Context: an optimization exercise on an open-source flow, tuned for small area. The choices shown serve that exercise and are no tape-out recipe. Function was checked by simulation only, so behaviour that the tests miss may differ from the original. Power figures rest on the tool's default switching activity, not on a simulated workload.

==> flow/design.v <==
package sigma_delta_pkg;
   typedef enum logic {IDLE, SEND} out_state_t;
endpackage
module sigma_delta_rca #(
   parameter int W = 8
) (
   input  logic [W-1:0] a,
   input  logic [W-1:0] b,
   input  logic         cin,
   output logic [W-1:0] s
);
   logic [W:0] c;
   assign c[0] = cin;
   for (genvar k = 0; k < W; k++) begin : g_bit
      assign s[k]   = a[k] ^ b[k] ^ c[k];
      assign c[k+1] = (a[k] & b[k]) | (a[k] & c[k]) | (b[k] & c[k]);
   end
endmodule
module sigma_delta_cic (
   input  logic [6:0]  m,          
   input  logic [7:0]  bits,       
   input  logic [20:0] a_i,
   input  logic [18:0] b_i,
   output logic [20:0] a_o,
   output logic [18:0] b_o
);
   logic [3:0]  p;       
   logic [4:0]  w;       
   logic [9:0]  pm;      
   logic [9:0]  pm01;
   logic [12:0] binc;    
   logic        start;
   logic [20:0] a_sel;
   logic [18:0] b_sel;
   function automatic logic [1:0] fa(input logic x, input logic y, input logic z);
      fa = {(x & y) | (x & z) | (y & z), x ^ y ^ z};
   endfunction
   logic [1:0] f1, f2, f3, f4, f5, f6, f7;
   always_comb begin
      f1 = fa(bits[0], bits[1], bits[2]);
      f2 = fa(bits[3], bits[4], bits[5]);
      f3 = fa(bits[6], bits[7], 1'b0);
      f4 = fa(f1[0], f2[0], f3[0]);           
      f5 = fa(f1[1], f2[1], f3[1]);           
      f6 = fa(f5[0], f4[1], 1'b0);            
      f7 = fa(f5[1], f6[1], 1'b0);            
      p  = {f7[1], f7[0], f6[0], f4[0]};
   end
   logic [1:0] g1, g2, g3, g4, g5, g6, g7, g8;
   always_comb begin
      g1 = fa(bits[1], bits[3], bits[5]);     
      g2 = fa(g1[0], bits[7], 1'b0);          
      g3 = fa(bits[2], bits[3], bits[6]);     
      g4 = fa(g3[0], bits[7], g1[1]);
      g5 = fa(g4[0], g2[1], 1'b0);            
      g6 = fa(bits[4], bits[5], bits[6]);     
      g7 = fa(g6[0], bits[7], g3[1]);
      g8 = fa(g7[0], g4[1], g5[1]);           
      w  = {2'b00, g8[0], g5[0], g2[0]} + {((g6[1] & g7[1]) | (g6[1] & g8[1]) | (g7[1] & g8[1])),
                                           g6[1] ^ g7[1] ^ g8[1], 3'b000};
   end
   sigma_delta_rca #(.W(10)) u_pm01 (
      .a({3'd0, m & {7{p[0]}}}), .b({2'd0, m & {7{p[1]}}, 1'b0}), .cin(1'b0), .s(pm01)
   );
   sigma_delta_rca #(.W(10)) u_pm (
      .a(pm01), .b({1'b0, m & {7{p[2]}}, 2'b00} | {m & {7{p[3]}}, 3'b000}), .cin(1'b0), .s(pm)
   );
   sigma_delta_rca #(.W(10)) u_binc (
      .a(pm), .b({8'd0, w[4:3]}), .cin(1'b0), .s(binc[12:3])
   );
   assign binc[2:0] = w[2:0];
   assign start = (m == 7'd0);
   assign a_sel = start ? {2'b00, b_i} : a_i;
   assign b_sel = start ? 19'd0 : b_i;
   logic [13:0] ainc;
   sigma_delta_rca #(.W(14)) u_ainc (.a({p, 10'd0}), .b(~{1'b0, binc}), .cin(1'b1), .s(ainc));
   sigma_delta_rca #(.W(21)) u_a (.a(a_sel), .b({7'd0, ainc}), .cin(1'b0), .s(a_o));
   sigma_delta_rca #(.W(19)) u_b (.a(b_sel), .b({6'd0, binc}), .cin(1'b0), .s(b_o));
endmodule
module sigma_delta_adc_mc (
   input  logic        clk,
   input  logic        rst,
   input  logic [7:0]  adc_lvds_pin,
   output logic [7:0]  adc_fb_pin,
   output logic [20:0] adc_output,
   output logic [2:0]  adc_channel,
   output logic        adc_valid,
   input  logic        adc_ready,
   output logic        adc_overrun
);
   logic [9:0]         count;
   logic [3:0]         nfr;        
   logic               tick, win, load;
   logic [63:0]        chunks;     
   logic [2:0]         ch;         
   logic [9:0]         cm;
   logic [7:0]         bits;
   logic [7:0][20:0]   ca;
   logic [7:0][18:0]   cb;
   logic [20:0]        ca_n;
   logic [18:0]        cb_n;
   logic [7:0][20:0]   hist1;
   logic [55:0][20:0]  hist7;
   logic [7:0][23:0]   sum;
   logic [2:0]         sel;
   logic [7:0]         oh;
   logic [20:0]        y, y_old;
   logic [23:0]        sum_in, sum_n;
   logic [23:0]        op1, op2, cs_s, cs_c;
   logic               sub, clr;
   logic [9:0]         count_n;
   logic               state;
   logic [2:0]         idx, idx_n;
   always_ff @(posedge clk or posedge rst) begin
      if (rst) adc_fb_pin <= '0;
      else     adc_fb_pin <= adc_lvds_pin;
   end
   always_ff @(posedge clk or posedge rst) begin
      if (rst) count <= '0;
      else     count <= count_n;
   end
   assign count_n = count + 1'b1;
   assign tick    = (count == 10'd1023);
   always_ff @(posedge clk) begin
      win <= (count_n >= 10'd3) && (count_n <= 10'd10);
      clr <= (count_n >= 10'd3) && (count_n <= 10'd10) && (nfr == 4'd2);
      sub <= (count_n >= 10'd3) && (count_n <= 10'd10) && (nfr == 4'd10);
   end
   always_ff @(posedge clk or posedge rst) begin
      if (rst)                       nfr <= '0;
      else if (tick && nfr != 4'd10) nfr <= nfr + 1'b1;
   end
   for (genvar c = 0; c < 8; c++) begin : g_dl
      logic [6+c:0] dl;
      always_ff @(posedge clk) dl <= {dl[5+c:0], adc_fb_pin[c]};
      for (genvar i = 0; i < 8; i++) begin : g_bit
         if (7 + c - i == 0) begin : g_now
            assign chunks[8*((c+6)%8)+i] = adc_fb_pin[c];
         end else begin : g_old
            assign chunks[8*((c+6)%8)+i] = dl[6+c-i];
         end
      end
   end
   assign ch = count[2:0] + 3'd2;
   assign cm = {count[9:3] - 7'(count[2:0] < 3'd6), 3'b000};
   assign bits = chunks[8*count[2:0] +: 8];
   sigma_delta_cic u_cic (
      .m(cm[9:3]), .bits(bits), .a_i(ca[7]), .b_i(cb[7]), .a_o(ca_n), .b_o(cb_n)
   );
   always_ff @(posedge clk) begin
      ca <= {ca[6:0], ca_n};
      cb <= {cb[6:0], cb_n};
   end
   assign y     = ca[4];
   assign y_old = hist7[55];
   always_ff @(posedge clk) begin
      hist1 <= {hist1[6:0], win ? y : hist1[7]};
      hist7 <= {hist7[54:0], win ? hist1[7] : hist7[55]};
   end
   assign sum_in = clr ? 24'd0 : sum[7];
   assign op1 = {3'd0, y & {21{win}}};
   assign op2 = ~{3'd0, y_old & {21{sub}}};
   always_comb begin
      for (int k = 0; k < 24; k++) begin
         cs_s[k] = sum_in[k] ^ op1[k] ^ op2[k];
         cs_c[k] = (sum_in[k] & op1[k]) | (sum_in[k] & op2[k]) | (op1[k] & op2[k]);
      end
   end
   sigma_delta_rca #(.W(24)) u_sum (.a(cs_s), .b({cs_c[22:0], 1'b1}), .cin(1'b0), .s(sum_n));
   always_ff @(posedge clk) begin
      sum <= {sum[6:0], sum_n};
   end
   assign load = (count == 10'd3) && (nfr == 4'd10);
   always_ff @(posedge clk or posedge rst) begin
      if (rst) begin
         state       <= 1'b0;
         adc_overrun <= 1'b0;
      end else if (load) begin
         state <= 1'b1;
         if (state && !(adc_ready && idx == 3'd7)) adc_overrun <= 1'b1;
      end else if (state && adc_ready) begin
         if (idx == 3'd7) state <= 1'b0;
      end
   end
   assign idx_n = load ? 3'd0 : (state && adc_ready) ? idx + 1'b1 : idx;
   always_ff @(posedge clk or posedge rst) begin
      if (rst) idx <= '0;
      else     idx <= idx_n;
   end
   assign adc_valid   = state;
   assign adc_channel = idx;
   assign sel         = count_n[2:0] - 3'd4 - idx_n;
   always_ff @(posedge clk) begin
      for (int k = 0; k < 8; k++) oh[k] <= (sel == 3'(k));
   end
   assign adc_output = ({21{oh[0]}} & sum[0][23:3]) | ({21{oh[1]}} & sum[1][23:3])
                     | ({21{oh[2]}} & sum[2][23:3]) | ({21{oh[3]}} & sum[3][23:3])
                     | ({21{oh[4]}} & sum[4][23:3]) | ({21{oh[5]}} & sum[5][23:3])
                     | ({21{oh[6]}} & sum[6][23:3]) | ({21{oh[7]}} & sum[7][23:3]);
endmodule
module sigma_delta_adc8 (
   input  logic        clk,
   input  logic        rst,
   input  logic [7:0]  adc_lvds_pin,
   output logic [7:0]  adc_fb_pin,
   output logic [20:0] adc_output,
   output logic [2:0]  adc_channel,
   output logic        adc_valid,
   input  logic        adc_ready,
   output logic        adc_overrun
);
   sigma_delta_adc_mc u_adc (
      .clk(clk), .rst(rst), .adc_lvds_pin(adc_lvds_pin), .adc_fb_pin(adc_fb_pin),
      .adc_output(adc_output), .adc_channel(adc_channel), .adc_valid(adc_valid),
      .adc_ready(adc_ready), .adc_overrun(adc_overrun)
   );
endmodule
==> flow/flow/run.sh <==
#!/bin/bash
# Standard layout (the standard.sh, standard synthesis included), except that clock tree
# synthesis adds no dummy load cells and uses the buffer and sink clusters given below.
set -o pipefail
export CTS_ARGS="-sink_clustering_enable -repair_clock_nets -dont_use_dummy_load -sink_clustering_size 21 -sink_clustering_max_diameter 50 -buf_list sky130_fd_sc_hd__clkbuf_8"
export BUFFER_PORTS_ARGS="-buffer_cell sky130_fd_sc_hd__buf_1"
bash standard.sh > standard.log 2>&1
==> flow/standard.sh <==
#!/bin/bash
# synth_recipe.tcl (not shown) runs the flow's synth.tcl, then flattens the netlist and writes it again
# the make line also repeats each setting of config.mk as NAME=value (left out here)
make -C /OpenROAD-flow-scripts/flow DESIGN_CONFIG=/design/flow/config.mk WORK_HOME=/design/flow/orfs CLKGATE_MAP_FILE= SYNTH_SCRIPT=/design/flow/synth_recipe.tcl "${@:-finish}"
==> flow/config.mk <==
export PLATFORM = sky130hd
export DESIGN_NAME = sigma_delta_adc8
export DESIGN_NICKNAME = sigma_delta_adc8
export VERILOG_FILES = /design/flow/design.v
export SDC_FILE = /design/flow/constraint.sdc
export NUM_CORES = 4
export LEC_CHECK = 0
export CAP_MARGIN = 20
export CORE_MARGIN = 2
export CORE_UTILIZATION = 40
export SLEW_MARGIN = 20
==> flow/constraint.sdc <==
create_clock -name core_clock -period 10.0 [get_ports {clk}]
set_input_delay 2.0000 -clock core_clock [delete_from_list [all_inputs] [get_ports {clk}]]
set_output_delay 2.0000 -clock core_clock [all_outputs]
set_load 0.01 [all_outputs]
==> flow_results.org, run 1 <==
** Status
- Run status :: timing/DRC/antenna clean

** Placement
- The wire-length estimate of the detail-placed layout is 33700 um.
- Input and output buffers added on the ports amount to 44.
- Inst Count DP :: 4242
- Placer congestion estimate :: 0.736

** Yosys
- dfxtp_1 takes more of the synthesized area than any other cell.
- In this run the mean area of a mapped cell was 17.0 um2.
- In this run, synthesis inferred 0 flip-flops with an integrated enable.
- Post-synth design cell area :: 0.0461 mm2
- Counting distinct cell types in the post-synthesis netlist gives 51.
- Synthesized netlist net count :: 2870
- The share of synthesized area in the top cell type comes to 84.8%.
- Sequential share of the synthesized area :: 86.2%
- Synth top area cells :: dfxtp_1, fa_1, dfrtp_1
- During synthesis, Yosys emitted a total of 2 warnings.
- Synthesized instance count :: 2715
- Dominant register cell in the synthesized netlist :: dfxtp_1
- Of all flip-flops after synthesis, the portion carrying an async set or reset was 1.37%.
- Register bit total from synthesis :: 1978

** STA
- In the finished design, the share of the clock period the worst path needs comes to 95.4%.
- At the pin with the least slew margin, the transition time is 1.13 ns.
- Setup TNS Final :: 0 ns
- Upper clock frequency limit :: 0.105 GHz
- Max-slew headroom :: 24.9%
- The final count of pins violating max slew came to 0.
- Setup repair after global routing missed its margin :: false
- Clock skew on the completed layout was measured at 0.0945 ns.
- Hold Violations, Final :: 0
- Final critical path time including I/O delays and setup :: 9.54 ns
- Setup violations remaining at the end of the flow were counted as 0.

** Drt
- Residual DRC :: 0
- Number of vias in the routed layout :: 17400
- Wire length after detailed routing :: 57100 um
- Per-cell via count in the routed design :: 3.97
- For this block, the initial DRC count from the detailed router was 851.
- After detailed routing, the average wire length per cell comes to 13.0 um.
- The pre-antenna-repair detailed-routing pass consisted of 5 iterations.
- The count of nets left with antenna violations once routing finished came out at 0.

** Global routing
- After global routing the overflow that remains totals 0.
- Global routing used 10.1% of the available tracks.
- Maximum number of pins on one net before global-route repair :: 34
- The via count of the first global-routing pass was 17600.
- Antenna violations before repair :: 3
- Global-route wire length before repair :: 93900 um

** Final layout
- Nets :: 3022
- Leaving out filler cells and counting taps, the final layout contains 4380.
- Layout overhead on the synthesized area :: 8.35%
- Fraction of final layout cells with drive strength greater than 1 :: 7.47%
- Fin util :: 43.7%

** Power and ir drop
- Power dissipated by switching net loads :: 0.00262 W
- In this run the power density over the cells is 250 mW/mm2.
- Sequential share of power :: 68.3%
- Combinational logic is responsible for 4.9% of the overall power.
- Overall power consumption after layout is estimated at 0.0125 W.
- IR analysis of the VDD net gives a maximum drop of 0.148 mV.
- Per report_power, the clock group accounts for 26.8% of the total.
- Sw Share :: 21.0%
- The analysis attributes to cell leakage a power of 20.0 nW.
- Internal power comes to 0.00985 W.

** Floorplanning
- Measured along the y axis, the die boundary spans 343 um.
- Count of standard-cell rows :: 124
- From left edge to right edge, the die measures 343 um.
- 45 I/O pins were placed.
- Die Footprint :: 0.118 mm2
- Placeable Area :: 0.114 mm2
- Initial core utilization :: 40.3%

** Hold path
- Worst min-delay path class :: reg -> reg

** Worst setup path
- STA classifies the critical path endpoint as a flop.
- Beginning of the worst register-to-register path :: u_adc.win
- The critical path is of the reg -> reg type.
- Crit path capture :: u_adc.sum[22]
- Critical path depth in cells :: 27
- Start point of the critical path :: u_adc.win
- Data on the critical path is required at its endpoint by 10.77 ns.
- The critical path contains buffers and inverters numbering 3 combined.
- CP top delay family :: adder cells
- The slowest stage of the critical path is the fa_1 cell.
- Max FO, Critical Path :: 10
- Delay contributed by the slowest stage of the critical path :: 0.57 ns
- The worst register-to-register path ends at u_adc.sum[22].
- Arrival time of data at the critical path endpoint :: 10.31 ns
- The worst setup path is launched from a flop.
- The most numerous cell type found on the critical path is fa_1.
- Counting cells, the worst reg-to-reg path comes to 27.
- Setup slack of the most critical reg-to-reg path :: 0.46 ns

** Clocking
- Number of buffers inserted by hold repair at cts :: 0
- Root Driver :: clkbuf_8
- TritonCTS created 134 clock buffers.
- The clock reaches the later pin of the worst-skew pair after 0.83 ns.
- CTS Buffer Depth :: 3
- Clock slew seen by the registers of the worst setup and hold paths :: 0.11 ns
- The H-tree generated during clock tree synthesis spans 4 levels.
- Sinks on the clock net :: 1978
- TritonCTS built the clock tree.

** Run
- Count of max-cap constraint violations :: 0
==> sequential cells by signal (all words and copies together), names as in the netlist, 3 cells and up <==
signal	count
u_adc.count	10
u_adc.cb	152
u_adc.adc_fb_pin	8
u_adc.hist1	168
u_adc.g_dl.dl	84
u_adc.hist7	1176
u_adc.oh	8
u_adc.nfr	4
u_adc.idx	3
u_adc.sum	192
u_adc.ca	168
==> layer usage <==
layer	GRT usage, %	wire length, um	vias to the layer above	part of all wire [%]
li1	-	-	8750	-
met3	2.46	2700	131	4.7
met2	14.1	22600	224	40
met1	15.0	30200	8301	53
met5	0	0	-	0
met4	4.02	1550	0	2.7
==> worst reg2reg max path: cells and delay by family (launching register included) <==
| family | cells | cell delay [ns] |
|---|---|---|
| adder cells (fa/ha/maj) | 23 | 8.75 |
| flip-flops | 1 | 0.45 |
| buffers and inverters | 3 | 0.18 |
| AND/OR/NAND/NOR | 1 | 0.13 |
==> cell families after synthesis <==
group / count (synthesis) / share of synthesized area (%)
compound gates: 121 / 1.88
buf+inv: 194 / 1.69
flops: 1978 / 86.2
simple gates: 183 / 2.21
xor+xnor: 27 / 0.554
mux: 68 / 2.01
fa+ha+maj: 144 / 5.44
==> power by group through the flow <==
stage                     clock network, W  registers (W)  logic [W]
final                              0.00333        0.00852   0.000614
after global routing               0.00379        0.00857   0.000774
after CTS                          0.00350        0.00853   0.000659
after detailed placement                 0        0.00871   0.000650
after global placement                   0        0.00870   0.000653
after floorplan                          0        0.00863   0.000447
==> cell usage after synthesis (3+ instances only) <==
| library cell | n |
|---|---|
| nor2_1 | 16 |
| nor2b_1 | 6 |
| nand2_1 | 51 |
| fa_1 | 94 |
| inv_1 | 152 |
| nor3_1 | 5 |
| nand3_1 | 5 |
| clkbuf_1 | 26 |
| buf_6 | 3 |
| nand2b_1 | 27 |
| xnor2_1 | 17 |
| a22oi_1 | 87 |
| buf_2 | 6 |
| mux2i_1 | 17 |
| ha_1 | 50 |
| nor4_1 | 4 |
| mux2_2 | 33 |
| xor2_1 | 9 |
| nand4_1 | 22 |
| mux4_2 | 16 |
| dfrtp_1 | 27 |
| nor3b_1 | 3 |
| dfxtp_1 | 1951 |
| and2_1 | 31 |
| o21ai_0 | 23 |
| buf_1 | 5 |
==> layout by cell type (no fill, tap or decap), types with 2 or more instances in the layout <==
| cell type | count |
|---|---|
| dfxtp_2 | 6 |
| and3_1 | 2 |
| mux4_2 | 16 |
| mux2_2 | 33 |
| dfrtp_1 | 25 |
| nand3_1 | 5 |
| a22oi_1 | 87 |
| inv_1 | 152 |
| nor2b_1 | 6 |
| nand4_1 | 22 |
| ha_1 | 50 |
| nor3b_1 | 3 |
| mux2_1 | 2 |
| or3_1 | 2 |
| dfrtp_2 | 2 |
| buf_1 | 44 |
| nand2_1 | 51 |
| nor4_1 | 4 |
| nand2b_1 | 27 |
| dfxtp_1 | 1945 |
| xor2_1 | 9 |
| buf_4 | 12 |
| fa_1 | 94 |
| nor3_1 | 5 |
| o21ai_0 | 23 |
| and2_1 | 31 |
| a21oi_1 | 2 |
| nor2_1 | 16 |
| mux2i_1 | 16 |
| diode_2 | 3 |
| xnor2_1 | 17 |
| clkbuf_8 | 134 |
==> cell type report <==
class,count,area (um2)
antenna,3,7.51
tap,1512,1890
clock buffer,134,1840
inverter,152,571
sequential,1978,39700
timing repair buffer,58,290
multi-input combinational,543,5580
fill,10100,64400
==> stage by stage <==
step | worst slack (ns) | instance area, um2 | hold WS, ns
after global routing | 0.00874 | 49900 | 0.250
after detailed placement | 0.247 | 48100 | 0.312
after CTS | 0.297 | 49900 | 0.250
after global placement | 0.415 | 48000 | 0.310
final | 0.459 | 49900 | 0.249
after floorplan | 0.356 | 46100 | 0.310
==> worst min-delay path by stage <==
stage	startpoint	end	slack, ns	cells after the start
after floorplan	u_adc.ca[79]	u_adc.ca[100]	0.31	0
after global placement	u_adc.hist1[46]	u_adc.hist1[67]	0.31	0
after detailed placement	u_adc.cb[14]	u_adc.cb[33]	0.31	0
after CTS	u_adc.hist7[12]	u_adc.hist7[33]	0.25	0
after global routing	u_adc.hist7[527]	u_adc.hist7[548]	0.25	0
final	u_adc.hist7[527]	u_adc.hist7[548]	0.25	0
==> timing repair <==
item	in CTS	in global routing
endpoints found under the setup margin	0	4
hold endpoints to repair	0	0
resized for setup	0	4
buffers inserted	0	1
==> inputs of run 2 (changes only) <==
--- a/flow/design.v
+++ b/flow/design.v
@@ -106,7 +106,7 @@
    logic [7:0]         oh;
    logic [20:0]        y, y_old;
    logic [23:0]        sum_in, sum_n;
-   logic [23:0]        op1, op2, cs_s, cs_c;
+   logic [23:0]        op1, op2;
    logic               sub, clr;
    logic [9:0]         count_n;
    logic               state;
@@ -158,15 +158,11 @@
       hist7 <= {hist7[54:0], win ? hist1[7] : hist7[55]};
    end
    assign sum_in = clr ? 24'd0 : sum[7];
+   logic [21:0] dlt;
    assign op1 = {3'd0, y & {21{win}}};
    assign op2 = ~{3'd0, y_old & {21{sub}}};
-   always_comb begin
-      for (int k = 0; k < 24; k++) begin
-         cs_s[k] = sum_in[k] ^ op1[k] ^ op2[k];
-         cs_c[k] = (sum_in[k] & op1[k]) | (sum_in[k] & op2[k]) | (op1[k] & op2[k]);
-      end
-   end
-   sigma_delta_rca #(.W(24)) u_sum (.a(cs_s), .b({cs_c[22:0], 1'b1}), .cin(1'b0), .s(sum_n));
+   sigma_delta_rca #(.W(22)) u_dlt (.a(op1[21:0]), .b(op2[21:0]), .cin(1'b1), .s(dlt));
+   sigma_delta_rca #(.W(24)) u_sum (.a(sum_in), .b({{2{dlt[21]}}, dlt}), .cin(1'b0), .s(sum_n));
    always_ff @(posedge clk) begin
       sum <= {sum[6:0], sum_n};
    end
==> run 2 against run 1 <==
Total power about the same. First-iteration DRC count decreased by 3.6%. Utilization shrank 0.058 points. Final cell count fell by 0.64%. Via count fell by 0.20%. Critical path depth is 1 higher. Register-to-register slack got worse by 0.10 ns. Synthesized cell count is 0.99% lower. Non-clock buffer count unchanged. Highest routed layer is now met5.
==> flow_results.org, run 2 <==
** Power and ir drop
- Cell internal pwr :: 0.00983 W (-0.16%)
- Power Dens Cells :: 250 mW/mm2 (+0.26%)
- Clock network power share :: 26.6% (-0.2 points)
- Power dissipated by switching net loads :: 0.00263 W (+0.57%)
- Max VDD drop :: 0.132 mV (-11%)
- The leakage power figure was 20.1 nW (+0.40%).
- Sw Share :: 21.1% (+0.12 points)
- Sequential share of power :: 68.3% (about the same)
- Comb power frac :: 5.1% (+0.2 points)

** Worst setup path
- Sum of buffers and inverters on the critical path :: 3 (unchanged)
- Classification of the worst setup path :: reg -> reg
- The critical path required time came to 10.74 ns (-0.03 ns).
- In this design, the critical path's most frequently occurring cell is fa_1.
- Worst Setup End Kind :: flop
- Delay contributed by the slowest stage of the critical path :: 0.43 ns (-0.14 ns)
- The largest driver fanout on the critical path is 2 (-8).
- The data arrival time at the worst-slack endpoint was 10.38 ns (+0.07 ns).
- Critical path startpoint category :: flop
- The slowest stage of the critical path is the fa_1 cell.
- CP top delay family :: adder cells

** Yosys
- Async set-or-reset flop fraction in the synthesized netlist :: 1.37% (unchanged)
- The number of flip-flops and latches in the synthesized netlist was 1978 (unchanged).
- The synthesized design spends more area on one cell type than any other, namely dfxtp_1.
- dfxtp_1 is the most common cell in the netlist.
- The mean instance size in the synthesized netlist came to 17.1 um2 (+0.79%).
- The sequential area share after synthesis is 86.4% (+0.19 points).
- The mapped cell area is 0.0460 mm2 (-0.22%).
- The net count of the mapped netlist was 2844 (-0.91%).
- Library cells used by synthesis :: 51 (unchanged)
- The share of the synthesized area in the top cell type came to 84.9% (+0.18 points).
- Number of enable flip-flop cells after synthesis :: 0 (unchanged)
- Sorting the synthesized cells by how often they occur yields dfxtp_1, inv_1, fa_1.
- Synth top area cells :: dfxtp_1, fa_1, dfrtp_1
- Synthesized instance count :: 2688 (-0.99%)
- Count of warnings emitted by yosys :: 2 (unchanged)
- Dominant register cell in the synthesized netlist :: dfxtp_1

** STA
- Setup repair after global routing missed its margin :: false
- The relative slew slack came to 24.0% (-0.85 points).
- Post-Route Skew :: 0.0877 ns (-0.00680 ns)
- Upper clock frequency limit :: 0.104 GHz (-1.1%)
- Final max-slew violation count :: 0 (unchanged)
- The total count of hold-check failures in the final report was 0 (unchanged).
- The number of endpoints failing setup at the final stage is 0 (unchanged).
- Final critical-path share of the clock period :: 96.4% (+1.0 points)
- The slew of the pin with the lowest slew margin is 1.14 ns (+0.0127 ns).
- The final critical-path required period is 9.64 ns (+0.103 ns).
- The setup TNS is 0 ns (unchanged).

** Final layout
- Biggest registers after layout :: u_adc.hist7 (1176), u_adc.sum (192)
- More flip-flops sit in one register than any other, and that register is u_adc.hist7.
- The library cell used most frequently in the layout, excluding fill and tap cells, is dfxtp_1.
- Number of flip-flops in the largest register :: 1176 (unchanged)
- The non-filler instance count after layout is 4352 (-0.64%).
- Fin util :: 43.6% (-0.058 points)
- The register cell area after layout was 0.0397 mm2 (about the same).
- The share of post-route cells with drive strength above 1 came to 7.47% (about the same).
- Commonest cells after routing, fill and taps aside :: dfxtp_1, clkbuf_8, inv_1
- The total area of multi-input combinational cells was 0.00557 mm2 (-0.16%).
- Number of fill cells in the layout :: 10100 (+0.15%)
- The final-stage net count was 2995 (-0.89%).
- The area growth from synthesis to final layout came to 8.30% (about the same).

** Global routing
- Global router's overall resource usage :: 10.1% (-0.032 points)
- The wire length of the first global-routing pass is 92300 um (-1.7%).
- GR Overflow Total :: 0 (unchanged)
- Maximum number of pins on one net before global-route repair :: 58 (+71%)
- Antenna violations before repair :: 3 (unchanged)
- Number of global-route vias before repair :: 17300 (-2.1%)

** Drt
- The average wire length per cell after detail routing came to 13.2 um (+1.5%).
- The initial DRC count was 820 (-3.6%).
- Number of iterations in the first detailed-routing pass :: 5 (unchanged)
- The number of DRC violations after detailed routing came to 0 (unchanged).
- The total via count in the routed design is 17400 (-0.20%).
- The number of antenna-violating nets in the routed design was 0 (unchanged).
- Wire length after detailed routing :: 57600 um (+0.87%)
- Per-cell via count in the routed design :: 3.99 (+0.44%)

** Floorplanning
- The initial standard-cell utilization of the core is 40.3% (about the same).
- Width of the chip :: 343 um (-0.11%)
- The number of standard-cell rows in the floorplan is 124 (unchanged).
- Die Footprint :: 0.118 mm2 (-0.21%)
- Die boundary height :: 343 um (-0.11%)
- The number of ports placed on the die boundary is 45 (unchanged).
- Placeable Area :: 0.114 mm2 (-0.14%)

** Clocking
- The worst-skew pair later-pin latency came to 0.83 ns (about the same).
- The maximum level of the CTS H-tree is 4 (unchanged).
- The TritonCTS buffer count was 132 (-1.5%).
- TritonCTS built the clock tree.
- The number of hold buffers added after cts is 0 (unchanged).
- The number of sinks driven by the clock tree is 1978 (unchanged).
- CTS Buffer Depth :: 3 (unchanged)
- Clock tree synthesis selected as its root buffer the cell clkbuf_8.
- Clock slew seen by the registers of the worst setup and hold paths :: 0.12 ns (about the same)

** Run
- The total of max-cap violations came to 0 (unchanged).

** Status
- The flow ran to the end and the layout has no timing, DRC or antenna violations.

** Hold path
- The path class of the tightest hold or removal check is reg -> reg.

** Placement
- Placer congestion estimate :: 0.738 (+0.31%)
- Port Buffers :: 44 (unchanged)
- The cell total after placement is 4217 (-0.59%).
- The placed wire-length estimate came to 34600 um (+2.9%).
==> run 2: cell count changes after synthesis, sizes merged, moves of 3 or more <==
| cell | previous run | this run |
|---|---|---|
| inv | 152 | 129 |
| nand2b | 27 | 9 |
| nor2b | 6 | 25 |
| nor2 | 17 | 14 |
==> run 2: layout make-up <==
class	count	share of cell area, %
Sequential cell	1978	79.8
Multi-Input combinational cell	540	11.2
Tap cell	1512	3.80
Clock buffer	132	3.65
Inverter	129	0.972
Timing Repair Buffer	58	0.575
Antenna cell	3	0.0151
==> run 2: power by group through the flow <==
stage	combinational, W	sequential [W]	clock (W)
2_1_floorplan	0.000447	0.00863	0
3_3_place_gp	0.000655	0.00869	0
3_5_place_dp	0.000655	0.00870	0
4_1_cts	0.000661	0.00852	0.00349
5_1_grt	0.000752	0.00857	0.00377
6_report	0.000634	0.00851	0.00332
==> run 2: timing repair <==
| action | 4_1_cts | 5_1_grt |
|---|---|---|
| gates resized for setup | 0 | 5 |
| setup endpoints to repair | 0 | 4 |
| setup buffers | 0 | 0 |
==> run 2: cells by family (layout without fill, tap and decap cells) <==
group / after synthesis / count (layout) / synth area share (%)
other cells: 0 / 3 / 0
simple gates: 179 / 179 / 2.18
xor+xnor: 28 / 28 / 0.550
compound gates: 117 / 117 / 1.83
flops: 1978 / 1978 / 86.4
fa+ha+maj: 145 / 145 / 5.46
mux: 71 / 71 / 2.08
buf+inv: 170 / 319 / 1.49
==> run 2: worst paths after layout <==
check | from | to | slack, ns | depth (start not counted)
hold reg to reg | u_adc.sum[62] | u_adc.sum[86] | 0.25 | 0
setup / recovery | u_adc.hist7[1155] | u_adc.sum[22] | 0.36 | 28
setup reg to reg | u_adc.hist7[1155] | u_adc.sum[22] | 0.36 | 28
max in group asynchronous | rst | u_adc.adc_fb_pin[6] | 8.40 | 3
min in group asynchronous | rst | u_adc.count[7] | 1.24 | 3
hold / removal | u_adc.sum[62] | u_adc.sum[86] | 0.25 | 0
==> run 2: worst register-to-register path: cells and delay by family (launching register included) <==
kind	cells	cell delay [ns]
adder cells (fa/ha/maj)	24	8.97
flip-flops	1	0.31
buffers and inverters	3	0.19
AND/OR/NAND/NOR	1	0.15
==> run 2: per-layer routing <==
metal / vias to the layer above / track usage [%] / wire, um
li1: 8685 / - / -
met1: 8281 / 15.2 / 31300
met2: 265 / 13.3 / 21800
met3: 138 / 2.57 / 2510
met4: 2 / 4.71 / 1890
met5: - / 0 / 7
==> run 2: stage by stage <==
stage                     power, W  hold slack, ns  area [um2]  setup slack, ns
final                       0.0125           0.249       49800            0.357
after global routing        0.0131           0.242       49800           0.0109
after CTS                   0.0127           0.244       49800            0.189
after detailed placement   0.00935           0.312       48000            0.184
after global placement     0.00935           0.310       48000            0.239
after floorplan            0.00907           0.310       46000           0.0525
==> inputs of run 3 (changes only) <==
==> flow/flow/run.sh (replaced) <==
#!/bin/bash
# Standard layout (the standard.sh, standard synthesis included), except that clock tree
# synthesis adds no dummy load cells and uses the buffer and sink clusters given below.
set -o pipefail
export CTS_ARGS="-sink_clustering_enable -repair_clock_nets -dont_use_dummy_load -sink_clustering_size 21 -sink_clustering_max_diameter 70 -buf_list sky130_fd_sc_hd__clkbuf_8"
export BUFFER_PORTS_ARGS="-buffer_cell sky130_fd_sc_hd__buf_1"
bash standard.sh > standard.log 2>&1
--- a/flow/config.mk
+++ b/flow/config.mk
@@ -8,4 +8,5 @@
 export CAP_MARGIN = 20
 export CORE_MARGIN = 2
 export CORE_UTILIZATION = 40
+export PLACE_DENSITY = 0.75
 export SLEW_MARGIN = 20
==> run 3 against run 2 <==
Non-clock buffer count increased by 3. Combinational power decreased by 4.1%. Sequential share of layout area increased by 0.55 points. Synthesized cell count unchanged. Clock skew increased by 0.024 ns. Sequential power about the same. Flip-flop and latch count unchanged. Final cell count decreased by 0.60%. Critical path depth unchanged. Setup slack improved by 0.0089 ns. Register-to-register slack about the same. Highest routed layer is now met4. Wire length increased by 1.5%.
==> flow_results.org, run 3 <==
** Yosys
- The number of library cell types mapped by synthesis is 51 (unchanged).
- The mapped cell area was 0.0460 mm2 (unchanged).
- The post-synthesis xor/xnor area fraction was 0.550% (unchanged).
- The simple-gate portion of the synthesized area came to 2.18% (unchanged).
- Fraction of the mapped netlist area in adder cells :: 5.46% (unchanged)
- The async set or reset register ratio after synthesis is 1.37% (unchanged).
- Number of enable flip-flop cells after synthesis :: 0 (unchanged)
- By area, the combinational part of the netlist is dominated by adder cells.
- The number of flip-flops and latches in the synthesized netlist was 1978 (unchanged).
- The share of the synthesized area in the top cell type was 84.9% (unchanged).
- By instance count, the leading cell after synthesis is dfxtp_1.
- By area the synthesized netlist is led by dfxtp_1, fa_1, dfrtp_1.
- The number of instances in the synthesized netlist is 2688 (unchanged).
- Count of warnings emitted by yosys :: 2 (unchanged)
- Share of cell area taken by muxes after synthesis :: 2.08% (unchanged)
- The most used flip-flop cell after synthesis is dfxtp_1.
- Sorting the synthesized cells by how often they occur yields dfxtp_1, inv_1, fa_1.
- Synthesized area per cell :: 17.1 um2 (unchanged)
- Sequential share of the synthesized area :: 86.4% (unchanged)
- Synthesized netlist net count :: 2844 (unchanged)
- Largest area contributor in the synthesized netlist :: dfxtp_1
- The compound-gate portion of the synthesized area was 1.83% (unchanged).

** Worst setup path
- The internal reg-to-reg setup slack was 0.37 ns (about the same).
- Beginning of the worst register-to-register path :: u_adc.win
- The critical path required time is 10.69 ns (-0.05 ns).
- The cell that appears most often on the critical path is fa_1.
- Worst Setup End Kind :: flop
- The endpoint identified for the worst register-to-register timing path is u_adc.sum[22].
- FF-to-FF path depth :: 28 (unchanged)
- Max FO, Critical Path :: 5 (+3)
- The worst setup path is launched from a flop.
- For this design, the slowest cell found on the critical path is fa_1.
- The worst setup path is of the reg -> reg kind.
- The most critical setup path has its startpoint at u_adc.win.
- The data arrival time at the worst-slack endpoint is 10.32 ns (-0.06 ns).
- The delay of the slowest critical-path stage was 0.44 ns (about the same).

** Drt
- The number of antenna-violating nets in the routed design came to 0 (unchanged).
- Wire length after detailed routing :: 58500 um (+1.5%)
- The initial DRC count is 980 (+20%).
- Per-cell via count in the routed design :: 4.02 (+0.64%)
- The total via count in the routed design came to 17400 (+0.040%).
- The number of iterations in the first detailed-routing pass is 5 (unchanged).
- Residual DRC :: 0 (unchanged)
- The average wire length per cell after detail routing is 13.5 um (+2.2%).

** STA
- The post-route clock skew is 0.111 ns (+0.0235 ns).
- The number of endpoints failing setup at the final stage was 0 (unchanged).
- Final critical-path share of the clock period :: 96.3% (about the same)
- The timing-limited maximum frequency came to 0.104 GHz (about the same).
- Final critical path time including I/O delays and setup :: 9.63 ns (-0.00890 ns)
- The slew of the pin with the lowest slew margin came to 1.12 ns (-0.0134 ns).
- The relative slew slack was 24.9% (+0.89 points).
- Setup repair after global routing left no endpoint under its margin.
- The final hold slack was 0.247 ns (-0.00161 ns).
- The setup TNS came to 0 ns (unchanged).
- The total count of hold-check failures in the final report came to 0 (unchanged).
- The final count of pins violating max slew is 0 (unchanged).

** Final layout
- The final-stage net count was 2971 (-0.80%).
- Fraction of final layout cells with drive strength greater than 1 :: 6.90% (-0.58 points)
- Register ranked first by flip-flop count :: u_adc.hist7
- Number of flip-flops in the largest register :: 1176 (unchanged)
- In the final layout, the registers with the most flip-flops are u_adc.hist7 (1176), u_adc.sum (192).
- Leaving out fill and tap cells, the most frequent cell in the layout is dfxtp_1.
- The non-filler instance count after layout came to 4326 (-0.60%).
- Commonest cells after routing, fill and taps aside :: dfxtp_1, inv_1, clkbuf_8
- From synthesis to final layout, the design area changed by 7.56%.

** Power and ir drop
- Power Dens Cells :: 246 mW/mm2 (-1.9%)
- The worst ir drop on vdd is 0.146 mV (+10%).
- Leakage power :: 19.9 nW (-0.91%)

** Hold path
- Worst min-delay path class :: reg -> reg
- The cell count of the worst hold path is 0 (unchanged).
- The path with the worst hold slack has its endpoint at u_adc.hist7[483].
- Hold path start :: u_adc.hist7[462]

** Clocking
- CTS Buffer Depth :: 3 (unchanged)
- Root Driver :: clkbuf_8
- Clock slew seen by the registers of the worst setup and hold paths :: 0.12 ns (about the same)
- The maximum level of the CTS H-tree came to 3 (-1).
- The number of sinks driven by the clock tree was 1978 (unchanged).
- Number of setup buffers added after CTS :: 0 (unchanged)
- TritonCTS built the clock tree.
- Source-to-sink clock delay at the later pin of the worst-skew pair :: 0.78 ns (-0.05 ns)
- The TritonCTS buffer count is 105 (-20%).

** Floorplanning
- Die boundary height :: 343 um (unchanged)
- The number of standard-cell rows in the floorplan was 124 (unchanged).
- Width of the chip :: 343 um (unchanged)
- Placeable Area :: 0.114 mm2 (unchanged)
- Die Footprint :: 0.118 mm2 (unchanged)
- The number of ports placed on the die boundary is 45 (unchanged).
- Initial core utilization :: 40.3% (unchanged)

** Status
- Run status :: timing/DRC/antenna clean

** Global routing
- Global-route wire length before repair :: 93700 um (+1.6%)
- Maximum number of pins on one net before global-route repair :: 37 (-36%)
- Global router's overall resource usage :: 10.0% (about the same)
- Number of global-route vias before repair :: 17700 (+2.8%)
- The number of antenna violations at the first check in global routing was 4 (+1).
- The overflow left after global routing came to 0 (unchanged).

** Placement
- The count of buffers inserted at the top-level ports came to 44 (unchanged).
- Sum of net half-perimeters after detailed placement :: 36600 um (+5.6%)
- Inst Count DP :: 4220 (+0.071%)
- The last weighted congestion value of the routability-driven placer was 0.798 (+8.1%).

** Run
- Count of max-cap constraint violations :: 0 (unchanged)
-- run 3: cell count changes in the layout (fill, tap and decap cells not counted), sizes merged --
cell and change:
diode -2, buf +3, clkbuf -27
-- run 3: area by class of cell --
class | instances | area (um2)
Multi-Input combinational cell | 540 | 5580
Tap cell | 1512 | 1890
Inverter | 129 | 484
Antenna cell | 1 | 2.50
Clock buffer | 105 | 1450
Timing Repair Buffer | 61 | 313
Sequential cell | 1978 | 39700
Fill cell | 9895 | 64700
-- run 3: logic make-up after synthesis --
group / count (synthesis)
compound gates: 117
buf+inv: 170
fa+ha+maj: 145
simple gates: 179
xor+xnor: 28
mux: 71
flops: 1978
-- run 3: routing by layer --
layer,wire [um],vias to the layer above,part of all wire [%],global-route usage [%]
met5,0,-,0,0
met4,1570,0,2.7,3.73
met2,24100,295,41,14.8
met1,29800,8330,51,14.6
met3,2980,115,5.1,2.18
li1,-,8638,-,-
-- run 3: worst max path at each step --
stage / cells after the start / endpoint / slack [ns]
after floorplan: 30 / u_adc.sum[22] / 0.05
after global placement: 28 / u_adc.sum[22] / 0.17
after detailed placement: 29 / u_adc.sum[23] / 0.13
after global routing: 33 / u_adc.ca[20] / 0.02
after CTS: 29 / u_adc.sum[23] / 0.09
final: 28 / u_adc.sum[22] / 0.37
-- run 3: where the power goes --
group	internal [W]	switching, W	total, W
logic	0.000266	0.000341	0.000608
clock network	0.000949	0.00206	0.00301
registers	0.00837	0.000154	0.00853
total	0.00959	0.00255	0.0121
-- run 3: worst max-delay path, delay by kind of cell (launching register included) --
| family | cells | cell delay, ns |
|---|---|---|
| fa+ha+maj | 24 | 8.92 |
| flops | 1 | 0.37 |
| simple gates | 1 | 0.09 |
| buf+inv | 3 | 0.21 |
-- run 3: through the flow --
| stage | cell area, um2 | util [%] | power [W] | setup slack, ns |
|---|---|---|---|---|
| global route | 49500 | 43.3 | 0.0127 | 0.0198 |
| global placement | 48000 | 42.0 | 0.00930 | 0.170 |
| finish | 49500 | 43.3 | 0.0121 | 0.366 |
| detailed placement | 48000 | 42.0 | 0.00934 | 0.129 |
| floorplan | 46000 | - | 0.00907 | 0.0525 |
| CTS | 49400 | 43.3 | 0.0123 | 0.0930 |
-- run 3: what timing repair did --
item,in CTS,in global routing
resized for setup,0,9
hold buffers,0,0
endpoints found under the hold margin,0,0
endpoints found under the setup margin,0,3
==> inputs of run 4 (changes only) <==
--- a/flow/config.mk
+++ b/flow/config.mk
@@ -8,5 +8,4 @@
 export CAP_MARGIN = 20
 export CORE_MARGIN = 2
 export CORE_UTILIZATION = 40
-export PLACE_DENSITY = 0.75
 export SLEW_MARGIN = 20
==> run 4 against run 3 <==
Critical path type unchanged. Critical endpoint unchanged. Utilization about the same. Via count fell by 0.82%. Synthesized area unchanged. Combinational power increased by 4.3%.
==> flow_results.org, run 4 <==
** Final layout
- Biggest registers after layout :: u_adc.hist7 (1176), u_adc.sum (192)
- The share of post-route cells with drive strength above 1 is 6.69% (-0.21 points).
- Layout overhead on the synthesized area :: 7.55% (about the same)
- The filler cell count was 10200 (+2.7%).
- FF+latch area :: 0.0397 mm2 (about the same)
- The library cell used most frequently in the layout, excluding fill and tap cells, is dfxtp_1.
- Register ranked first by flip-flop count :: u_adc.hist7
- Commonest cells after routing, fill and taps aside :: dfxtp_1, inv_1, clkbuf_8
- Area of the multi-input gates :: 0.00557 mm2 (-0.18%)
- The final-stage net count is 2970 (-0.034%).
- The flip-flop count of the largest register after layout is 1176 (unchanged).
- Post-route cell area :: 0.0495 mm2 (about the same)

** Yosys
- The mean instance size in the synthesized netlist was 17.1 um2 (unchanged).
- Post-synth top area share :: 84.9% (unchanged)
- Register bit total from synthesis :: 1978 (unchanged)
- Sequential share of the synthesized area :: 86.4% (unchanged)
- Dominant register cell in the synthesized netlist :: dfxtp_1
- Synth top area cells :: dfxtp_1, fa_1, dfrtp_1
- Count leader, synth :: dfxtp_1
- Async set-or-reset flop fraction in the synthesized netlist :: 1.37% (unchanged)
- Synthesized instance count :: 2688 (unchanged)
- Counting instances in the post-synthesis netlist gives the leading cell types as dfxtp_1, inv_1, fa_1.
- The number of synthesized flops with an enable pin was 0 (unchanged).
- The number of library cell types mapped by synthesis is 51 (unchanged).
- The net count of the mapped netlist is 2844 (unchanged).
- Post-synth design cell area :: 0.0460 mm2 (unchanged)
- The yosys synthesis warning count is 2 (unchanged).
- Largest area contributor in the synthesized netlist :: dfxtp_1

** Worst setup path
- The delay of the slowest critical-path stage was 0.44 ns (about the same).
- Worst reg2reg path endpoint :: u_adc.sum[22]
- The count of buffer and inverter cells on the critical path came to 3 (unchanged).
- Grouping stages by cell kind, the critical path spends the most delay in adder cells.
- The internal reg-to-reg setup slack was 0.40 ns (+0.03 ns).
- Critical path startpoint category :: flop
- The worst-case reg-to-reg path depth is 28 (unchanged).
- STA classifies the critical path endpoint as a flop.
- Arrival time of data at the critical path endpoint :: 10.31 ns (about the same)
- Slowest stage cell, crit path :: fa_1
- Required time of the critical path :: 10.71 ns (+0.02 ns)
- The largest driver fanout on the critical path came to 2 (-3).
- In this run the critical register-to-register path is launched from u_adc.hist7[1155].
- Classification of the worst setup path :: reg -> reg
- The cell that appears most often on the critical path is fa_1.

** STA
- Setup repair after global routing missed its margin :: false
- The slew of the pin with the lowest slew margin was 1.13 ns (+0.00997 ns).
- The post-route clock skew came to 0.0869 ns (-0.0243 ns).
- The final critical-path required period came to 9.60 ns (-0.0320 ns).
- The setup TNS came to 0 ns (unchanged).
- The total count of hold-check failures in the final report was 0 (unchanged).
- Max-slew headroom :: 24.2% (-0.67 points)
- The number of endpoints failing setup at the final stage came to 0 (unchanged).
- Final critical-path share of the clock period :: 96.0% (-0.32 points)
- Final max-slew violation count :: 0 (unchanged)
- The timing-limited maximum frequency was 0.104 GHz (+0.33%).

** Placement
- The placed wire-length estimate is 34600 um (-5.3%).
- The last weighted congestion value of the routability-driven placer was 0.738 (-7.5%).
- The count of buffers inserted at the top-level ports was 44 (unchanged).
- Placement-stage cell area :: 0.0480 mm2 (about the same)

** Global routing
- Global-route wire length before repair :: 91800 um (-2.0%)
- The overflow left after global routing was 0 (unchanged).
- The number of antenna violations at the first check in global routing is 3 (-1).
- Global router's overall resource usage :: 9.89% (-0.16 points)
- The via count of the first global-routing pass came to 17100 (-3.8%).
- The pin count of the biggest net entering global routing was 58 (+57%).

** Hold path
- The path with the worst hold slack has its endpoint at u_adc.hist7[118].
- The cell count of the worst hold path was 0 (unchanged).
- Hold path start :: u_adc.hist7[97]
- Worst min-delay path class :: reg -> reg

** Clocking
- Sinks on the clock net :: 1978 (unchanged)
- The tree is rooted in a clkbuf_8.
- The worst-skew pair later-pin latency was 0.77 ns (about the same).
- TritonCTS built the clock tree.
- The clock-pin slew on the worst setup and hold paths is 0.12 ns (about the same).
- The maximum level of the CTS H-tree was 3 (unchanged).
- The number of hold buffers added after cts is 0 (unchanged).
- CTS Buffer Depth :: 3 (unchanged)
- Number of CTS-inserted buffers :: 107 (+1.9%)

** Power and ir drop
- The leakage power figure was 19.9 nW (about the same).
- Power Dens Cells :: 247 mW/mm2 (+0.44%)
- The worst ir drop on vdd came to 0.0981 mV (-33%).

** Drt
- The number of vias per cell after detailed routing came to 3.98 (-0.85%).
- The total length of routed wires is 57200 um (-2.1%).
- Number of iterations in the first detailed-routing pass :: 5 (unchanged)
- Drt first-iter violations :: 892 (-9.0%)
- Number of vias in the routed layout :: 17200 (-0.82%)
- The number of DRC violations after detailed routing came to 0 (unchanged).
- The average wire length per cell after detail routing is 13.2 um (-2.1%).
- Remaining number of nets flagged by the antenna check after routing :: 0 (unchanged)

** Floorplanning
- Die Footprint :: 0.118 mm2 (unchanged)
- Count of standard-cell rows :: 124 (unchanged)
- The initial standard-cell utilization of the core came to 40.3% (unchanged).
- The area of the placeable core was 0.114 mm2 (unchanged).
- The die boundary width was 343 um (unchanged).
- The height of the die came to 343 um (unchanged).
- Count of pins on the block boundary :: 45 (unchanged)

** Run
- The total of max-cap violations came to 0 (unchanged).

** Status
- The run finished with no timing, DRC or antenna violations.
## run 4: cell counts after synthesis
Identical to the previous run, type by type.
## run 4: cell type report
class | instances | share of cell area (%)
Antenna cell | 3 | 0.0152
Clock buffer | 107 | 2.98
Inverter | 129 | 0.979
Multi-Input combinational cell | 540 | 11.3
Sequential cell | 1978 | 80.4
Tap cell | 1512 | 3.83
Timing Repair Buffer | 58 | 0.579
## run 4: worst register-to-register path, delay by kind of cell, from the launching register on
family / cells / cell delay, ns
fa+ha+maj: 24 / 8.87
buf+inv: 3 / 0.19
flops: 1 / 0.34
simple gates: 1 / 0.15
## run 4: kinds of logic after synthesis
kind of cell	count (synthesis)	synth area share, %
compound gates	117	1.83
xor+xnor	28	0.550
fa+ha+maj	145	5.46
buf+inv	170	1.49
flops	1978	86.4
mux	71	2.08
simple gates	179	2.18
## run 4: through the flow
stage | utilization [%] | total power (W) | cells | hold slack (ns) | setup WS (ns)
global placement | 42.0 | 0.00935 | 4217 | 0.310 | 0.239
global route | 43.3 | 0.0128 | 4325 | 0.234 | 0.0134
finish | 43.3 | 0.0122 | 4327 | 0.234 | 0.398
floorplan | - | 0.00907 | 2688 | 0.310 | 0.0525
CTS | 43.3 | 0.0124 | 4324 | 0.230 | 0.159
detailed placement | 42.0 | 0.00935 | 4217 | 0.312 | 0.184
## run 4: report_power, final
| part | switching [W] | internal (W) |
|---|---|---|
| registers | 0.000142 | 0.00837 |
| clock network | 0.00208 | 0.000965 |
| logic | 0.000365 | 0.000269 |
## run 4: how the worst max path moves through the flow
stage | startpoint | endpoint | slack, ns | cells past startpoint
final | u_adc.hist7[1155] | u_adc.sum[22] | 0.40 | 28
after global routing | u_adc.count[0] | u_adc.ca[20] | 0.01 | 34
after CTS | u_adc.sub | u_adc.sum[22] | 0.16 | 27
after detailed placement | u_adc.sub | u_adc.sum[23] | 0.18 | 28
after global placement | u_adc.hist7[1155] | u_adc.sum[22] | 0.24 | 28
after floorplan | u_adc.win | u_adc.sum[22] | 0.05 | 30
## run 4: per-layer routing
layer	up-vias	share of wire (%)	track usage, %
met3	109	4.8	2.25
met1	8239	54	15.2
li1	8644	-	-
met5	-	0.012	0
met4	2	2.6	3.73
met2	241	38	13.3
## run 4: timing repair
| item | 4_1_cts | 5_1_grt |
|---|---|---|
| endpoints found under the hold margin | 0 | 0 |
| setup endpoints to repair | 0 | 5 |
| resized for setup | 0 | 6 |
| buffers inserted | 0 | 0 |
==> inputs of run 5 (changes only) <==
==> flow/flow/run.sh (replaced) <==
#!/bin/bash
# Standard layout (the standard.sh, standard synthesis included), except that clock tree
# synthesis adds no dummy load cells and uses the buffer and sink clusters given below.
set -o pipefail
export CTS_ARGS="-sink_clustering_enable -repair_clock_nets -dont_use_dummy_load -sink_clustering_size 19 -sink_clustering_max_diameter 80 -buf_list sky130_fd_sc_hd__clkbuf_8"
export BUFFER_PORTS_ARGS="-buffer_cell sky130_fd_sc_hd__buf_1"
bash standard.sh > standard.log 2>&1
==> run 5 against run 4 <==
Critical path type unchanged. Clock-buffer cell count is 7 higher. Wire length is 0.23% higher. Sequential share of layout area is 0.16 points lower. Largest power group unchanged.
==> flow_results.org, run 5 <==
** Yosys
- Sorting the synthesized cells by how often they occur yields dfxtp_1, inv_1, fa_1.
- The async set or reset register ratio after synthesis came to 1.37% (unchanged).
- The number of library cell types mapped by synthesis came to 51 (unchanged).
- The number of instances in the synthesized netlist was 2688 (unchanged).
- Summed over all instances, the cell type with the most area after synthesis is dfxtp_1.
- Post-synth top area share :: 84.9% (unchanged)
- The yosys synthesis warning count is 2 (unchanged).
- The most used flip-flop cell after synthesis is dfxtp_1.
- The mapped cell area was 0.0460 mm2 (unchanged).
- Number of enable flip-flop cells after synthesis :: 0 (unchanged)
- Sequential share of the synthesized area :: 86.4% (unchanged)
- The net count of the mapped netlist is 2844 (unchanged).
- In the post-synthesis netlist, the cell with the most instances is dfxtp_1.
- Register bit total from synthesis :: 1978 (unchanged)
- Synth top area cells :: dfxtp_1, fa_1, dfrtp_1
- Synthesized area per cell :: 17.1 um2 (unchanged)

** Drt
- The number of iterations in the first detailed-routing pass was 5 (unchanged).
- The number of vias per cell after detailed routing came to 3.98 (-0.15%).
- Number of vias in the routed layout :: 17200 (+0.012%)
- The initial DRC count came to 835 (-6.4%).
- Wire length after detailed routing :: 57400 um (+0.23%)
- The number of antenna-violating nets in the routed design was 0 (unchanged).
- The average wire length per cell after detail routing is 13.2 um (about the same).
- Residual DRC :: 0 (unchanged)

** Floorplanning
- The die boundary width was 343 um (unchanged).
- The height of the die came to 343 um (unchanged).
- Count of standard-cell rows :: 124 (unchanged)
- Count of pins on the block boundary :: 45 (unchanged)
- The initial standard-cell utilization of the core is 40.3% (unchanged).
- Placeable Area :: 0.114 mm2 (unchanged)
- Die Footprint :: 0.118 mm2 (unchanged)

** Clocking
- The worst-skew pair later-pin latency is 0.76 ns (about the same).
- TritonCTS built the clock tree.
- The clock-pin slew on the worst setup and hold paths was 0.11 ns (about the same).
- The maximum level of the CTS H-tree came to 3 (unchanged).
- The number of sinks driven by the clock tree was 1978 (unchanged).
- Root Driver :: clkbuf_8
- The maximum clock path buffer count was 3 (unchanged).
- The number of setup buffers added after CTS is 0 (unchanged).
- The TritonCTS buffer count is 114 (+6.5%).

** Placement
- The worst-case setup slack after placement was 0.184 ns (unchanged).
- The last weighted congestion value of the routability-driven placer is 0.738 (unchanged).
- The cell total after placement is 4217 (unchanged).
- Port Buffers :: 44 (unchanged)
- The placed wire-length estimate came to 34600 um (unchanged).

** Final layout
- Ranked by flip-flop count, first place goes to u_adc.hist7.
- Most common cell after layout, fill and taps aside :: dfxtp_1
- Biggest registers after layout :: u_adc.hist7 (1176), u_adc.sum (192)
- Nets :: 2977 (+0.24%)
- The non-filler instance count after layout is 4334 (+0.16%).
- Fin util :: 43.4% (+0.084 points)
- Number of flip-flops in the largest register :: 1176 (unchanged)
- Commonest cells after routing, fill and taps aside :: dfxtp_1, inv_1, clkbuf_8
- Relative to the synthesized area, the layout overhead comes to 7.76%.
- Fraction of final layout cells with drive strength greater than 1 :: 6.92% (+0.23 points)

** STA
- Setup repair after global routing left no endpoint under its margin.
- The total count of hold-check failures in the final report was 0 (unchanged).
- The final critical-path required period came to 9.59 ns (-0.00764 ns).
- The post-route clock skew is 0.0893 ns (+0.00234 ns).
- The timing-limited maximum frequency came to 0.104 GHz (about the same).
- Setup WS post-layout :: 0.405 ns (+0.00764 ns)
- Setup violation total in the final timing report :: 0 (unchanged)
- Final max-slew violation count :: 0 (unchanged)
- The setup TNS came to 0 ns (unchanged).
- The final worst-path cycle share came to 95.9% (about the same).
- The slew of the pin with the lowest slew margin was 1.16 ns (+0.0272 ns).
- The relative slew slack is 22.4% (-1.8 points).

** Worst setup path
- The cell that appears most often on the critical path is fa_1.
- Classification of the worst setup path :: reg -> reg
- The largest driver fanout on the critical path is 2 (unchanged).
- Worst Setup End Kind :: flop
- The data arrival time at the worst-slack endpoint came to 10.31 ns (about the same).
- The critical path required time came to 10.71 ns (about the same).
- The slowest stage of the critical path belongs to the cell fa_1.
- The delay of the slowest critical-path stage was 0.44 ns (about the same).
- Critical path startpoint category :: flop

** Global routing
- GR Overflow Total :: 0 (unchanged)
- The pin count of the biggest net entering global routing was 58 (unchanged).
- Global router's overall resource usage :: 9.92% (+0.037 points)
- Number of global-route vias before repair :: 17200 (+0.77%)
- The number of antenna violations at the first check in global routing came to 3 (unchanged).
- The wire length of the first global-routing pass is 92300 um (+0.50%).

** Hold path
- In this run the worst hold path is classified as reg -> reg.

** Power and ir drop
- Power Dens Cells :: 248 mW/mm2 (+0.38%)
- Leakage power :: 20.0 nW (+0.25%)
- The worst ir drop on vdd came to 0.121 mV (+24%).
- Total power :: 0.0123 W (+0.57%)

** Run
- The total of max-cap violations was 0 (unchanged).

** Status
- The flow ran to the end and the layout has no timing, DRC or antenna violations.
==> run 5: cell counts after synthesis <==
Identical to the previous run, type by type.
==> run 5: metrics by stage <==
step / hold WS, ns / area [um2]
after floorplan: 0.310 / 46000
after global placement: 0.310 / 48000
after detailed placement: 0.312 / 48000
after CTS: 0.257 / 49500
after global routing: 0.262 / 49500
final: 0.267 / 49500
==> run 5: final cells by class <==
type                    instances  area (um2)
repair buffers                 58         287
flip-flops and latches       1978       39700
inverters                     129         484
diodes                          3        7.51
well taps                    1512        1890
clock buffers                 114        1570
multi-input cells             540        5570
fillers                     10100       64600
==> run 5: cells by family (layout without fill, tap and decap cells) <==
logic type	count (synthesis)	count (layout)	synth area share (%)
DFF	1978	1978	86.4
and+or+nand+nor	179	179	2.18
buffers and inverters	170	301	1.49
adders and majority gates	145	145	5.46
AOI/OAI and AO/OA	117	117	1.83
muxes	71	71	2.08
xor gates and xnor gates	28	28	0.550
other	0	3	0
==> run 5: what timing repair did <==
item                       CTS  global route
resized for setup            0             6
setup endpoints to repair    0             5
hold buffers                 0             0
==> run 5: worst max-delay path, delay by kind of cell, from the launching register on <==
kind / cells / cell delay, ns
buffers and inverters: 3 / 0.20
adder cells (fa/ha/maj): 24 / 8.87
AND/OR/NAND/NOR: 1 / 0.15
flip-flops: 1 / 0.33
==> run 5: path summary, 6_finish.rpt <==
| check | startpoint | endpoint | slack (ns) | depth (start not counted) |
|---|---|---|---|---|
| min in group asynchronous | rst | u_adc.idx[2] | 1.30 | 3 |
| worst min register to register | u_adc.hist7[611] | u_adc.hist7[632] | 0.27 | 0 |
| worst min-delay path | u_adc.hist7[611] | u_adc.hist7[632] | 0.27 | 0 |
| worst max-delay path | u_adc.hist7[1155] | u_adc.sum[22] | 0.41 | 28 |
| worst max register to register | u_adc.hist7[1155] | u_adc.sum[22] | 0.41 | 28 |
| max in group asynchronous | rst | u_adc.adc_fb_pin[0] | 8.36 | 3 |
==> run 5: metal layers <==
metal	share of wire, %	vias to the layer above	global-route usage, %
li1	-	8642	-
met4	2.7	2	3.91
met3	4.7	110	2.18
met5	0.012	-	0
met2	38	260	13.4
met1	54	8223	15.3
==> run 5: power by group <==
part | internal, W | switching (W) | leakage (nW)
registers | 0.00837 | 0.000142 | 16.2
clock network | 0.00102 | 0.00210 | 0.820
logic | 0.000269 | 0.000364 | 2.97
total | 0.00966 | 0.00260 | 20.0

## port drivers added, routing unchanged
No port has a modelled driver above. Below, the same layouts with a new extraction and two added sets of constraints.
Step 1 sets driving cells, clkbuf_16 on the clock port and buf_2 on the other inputs (assumed; they add their load-dependent delay and slew).
Step 2 moves the port delays by t, midway between the first and last clock arrival at a register: inputs arrive t later, outputs are due t later. That takes back most of the time a late clock gives input paths.
Three values: no drivers, after step 1, after step 2; two values: the first two.
| run | shift t [ns] | slack for setup (ns) | worst register clock-pin slew, ns |
|---|---|---|---|
| run 1 | 0.830 | 0.459 / 0.459 / 0.459 | 0.12 / 0.12 |
| run 2 | 0.828 | 0.357 / 0.357 / 0.357 | 0.12 / 0.12 |
| run 3 | 0.773 | 0.366 / 0.366 / 0.366 | 0.13 / 0.13 |
| run 4 | 0.790 | 0.398 / 0.398 / 0.398 | 0.12 / 0.12 |
| run 5 | 0.793 | 0.405 / 0.405 / 0.405 | 0.12 / 0.12 |
After both steps every run listed still meets setup and hold.
